From an optimization exercise on the open Yosys and OpenROAD flow, aimed at small area and few clock cycles per item; shortcuts taken in it are not production practice. Only simulation tests tie the RTL to the original design; equivalence was not proved.

Design pot_average_motor_servo_setpoint, start of the top module:
module pot_average_motor_servo_setpoint (
    input  wire         i_clk,
    input  wire         i_rst_n,
    input  wire         i_in_valid,
    output logic        o_in_stall,
    input  wire  [19:0] i_in_item,
    output logic        o_out_valid,
    input  wire         i_out_stall,
    output logic [56:0] o_out_item
);
    localparam int WINDOW = 10;
    logic [19:0] r_cell [WINDOW];
    logic [3:0]  r_fill;
    logic        full;
    logic [13:0] r_ssum, r_asum;
    logic [13:0] ssum_next, asum_next;
    logic        r_valid;
    logic        accept;
    logic        take_old;
    logic [9:0]  new_s, new_a, nold_s, nold_a;
    assign o_in_stall  = r_valid && i_out_stall;
    assign accept      = i_in_valid && !o_in_stall;
    assign o_out_valid = r_valid;
    always_ff @(posedge i_clk) begin
        if (accept) begin
            r_cell[0] <= i_in_item;
            for (int i = 1; i < WINDOW; i++) r_cell[i] <= r_cell[i-1];
        end
    end
    assign full     = (r_fill == 4'(WINDOW));
    assign take_old = accept && full;
    assign new_s    = accept ? i_in_item[19:10] : 10'd0;
    assign new_a    = accept ? i_in_item[9:0]   : 10'd0;
    assign nold_s   = ~(r_cell[WINDOW-1][19:10] & {10{take_old}});
    assign nold_a   = ~(r_cell[WINDOW-1][9:0]   & {10{take_old}});
    always_ff @(posedge i_clk) begin
        if (!i_rst_n) begin
            r_fill  <= '0;
            r_valid <= 1'b0;
        end else begin
            r_valid <= accept || (r_valid && i_out_stall);
            if (accept && !full) r_fill <= r_fill + 4'd1;
        end
    end
    always_ff @(posedge i_clk) begin
        r_ssum <= i_rst_n ? ssum_next : 14'd0;
        r_asum <= i_rst_n ? asum_next : 14'd0;
    end
    logic [7:0]  speed;    
    logic [7:0]  qa;
    logic        neg, pos;
    logic [8:0]  w5;       
    logic        nz;       
    logic [12:0] servo;
    logic [7:0]  aset;
    logic [6:0]  smag;
    assign neg = r_ssum < 14'd5115;
    assign pos = r_ssum >= 14'd5167;
    assign nz  = neg || pos;
  ...
For scale: roughly 710 cells after synthesis, roughly 83 I/O pins.
clock: 10.0 ns
lec_check: 0
cap_margin: 20
core_margin: 2
core_utilization: 40
slew_margin: 20
standard.sh (not shown) runs the stock make flow with config.mk's settings and CLKGATE_MAP_FILE= SYNTH_SCRIPT=/design/flow/synth_recipe.tcl, a recipe that flattens the netlist after the stock synthesis.
==> flow/flow/run.sh <==
#!/bin/bash
# Layout flow: the standard synthesis and layout (standard.sh), with
#  - an inverter clean-up of the synthesized netlist around the full-adder cells
#    (polfix.py; full adders are self-dual, so inverters can be moved), checked
#    for combinational equivalence with yosys (registers unchanged); if the check
#    does not pass, the standard netlist is used as it is;
#  - port buffers of the smallest buffer cell (every port still gets one);
#  - a clock tree without dummy loads, with 8x clock buffers.
# Each tool writes its own log in this folder.
set -u
R=orfs/results/sky130hd/pot_average_motor_servo_setpoint/base
bash standard.sh synth > synth.log 2>&1 || exit 1
cp $R/1_2_yosys.v $R/1_2_yosys_std.v
if python3 flow/polfix.py $R/1_2_yosys_std.v polfix_out.v 6 > polfix.log 2>&1 \
   && python3 flow/cutff.py $R/1_2_yosys_std.v eq_gold.v >> polfix.log 2>&1 \
   && python3 flow/cutff.py polfix_out.v eq_gate.v >> polfix.log 2>&1 \
   && $FLOW_HOME/../tools/install/yosys/bin/yosys -q -l eq.log -p "
        read_liberty -ignore_miss_func $FLOW_HOME/platforms/sky130hd/lib/sky130_fd_sc_hd__tt_025C_1v80.lib
        read_verilog eq_gold.v; rename $FLOW_TOP gold
        read_verilog eq_gate.v; rename $FLOW_TOP gate
        hierarchy -check; flatten; opt_clean -purge
        miter -equiv -flatten -make_assert gold gate miter
        hierarchy -top miter
        sat -verify -prove-asserts miter" > eq_stdout.log 2>&1; then
  echo "polfix netlist proven equivalent; using it" >> polfix.log
  cp polfix_out.v $R/1_2_yosys.v
  rm -f $R/1_synth.odb $R/1_synth.sdc
else
  echo "polfix not used" >> polfix.log
fi
bash standard.sh \
  "BUFFER_PORTS_ARGS=-buffer_cell sky130_fd_sc_hd__buf_1" \
  "CTS_ARGS=-sink_clustering_enable -repair_clock_nets -dont_use_dummy_load -buf_list sky130_fd_sc_hd__clkbuf_8 -sink_clustering_size 18 -sink_clustering_max_diameter 55" \
  finish > standard.log 2>&1
Other scripts of this flow, unchanged in this note and not shown: flow/flow/cutff.py, flow/flow/polfix.py
The first run went through all stages and came out clean.
Testbench counts at the start, summed over its fixed seeds: cycles 16,016, items 16,000.
==> next run, changes <==
--- a/flow/flow/run.sh
+++ b/flow/flow/run.sh
@@ -3,3 +3,4 @@
-#  - an inverter clean-up of the synthesized netlist around the full-adder cells
-#    (polfix.py; full adders are self-dual, so inverters can be moved), checked
-#    for combinational equivalence with yosys (registers unchanged); if the check
+#  - an inverter clean-up of the synthesized netlist (polfix.py): full adders are
+#    self-dual, half adders and 2-input and/or gates can take complemented inputs
+#    by De Morgan, so inverters can be moved or dropped; the result is checked for
+#    combinational equivalence with yosys (registers unchanged) and, if the check
@@ -8 +9 @@
-#  - a clock tree without dummy loads, with 8x clock buffers.
+#  - a clock tree without dummy loads, with 8x clock buffers in clusters of up to 18.
Sequential share of layout area stays the same.
Routed wire length does not change.
Non-clock buffer count is unchanged.
Die area does not change.
Area after synthesis is unchanged.
Clock skew does not change.
Worst setup slack is unchanged.
Design area does not change.

## what the ideal ports hide
The results above use ideal ports. As a check the final layouts listed here were re-extracted and re-timed, cells and wires unchanged. Step 1, drivers: a clkbuf_16 drives i_clk and a buf_2 each remaining input, both assumed. Step 2 also shifts input and output timing later by t, the mid clock arrival at the registers, as if the neighbouring blocks saw the same clock. Slacks: no drivers / after step 1 / after step 2; pairs: no drivers / after step 1.
run | t, ns | slack for setup (ns) | worst setup path after step 2 | clock arrival spread, ns
the first run | 0.540 | 0.230 / 0.193 / 0.733 | register to output | 0.057 / 0.058
the second run | 0.540 | 0.230 / 0.193 / 0.733 | register to output | 0.057 / 0.058
After both steps every run listed still meets setup and hold.
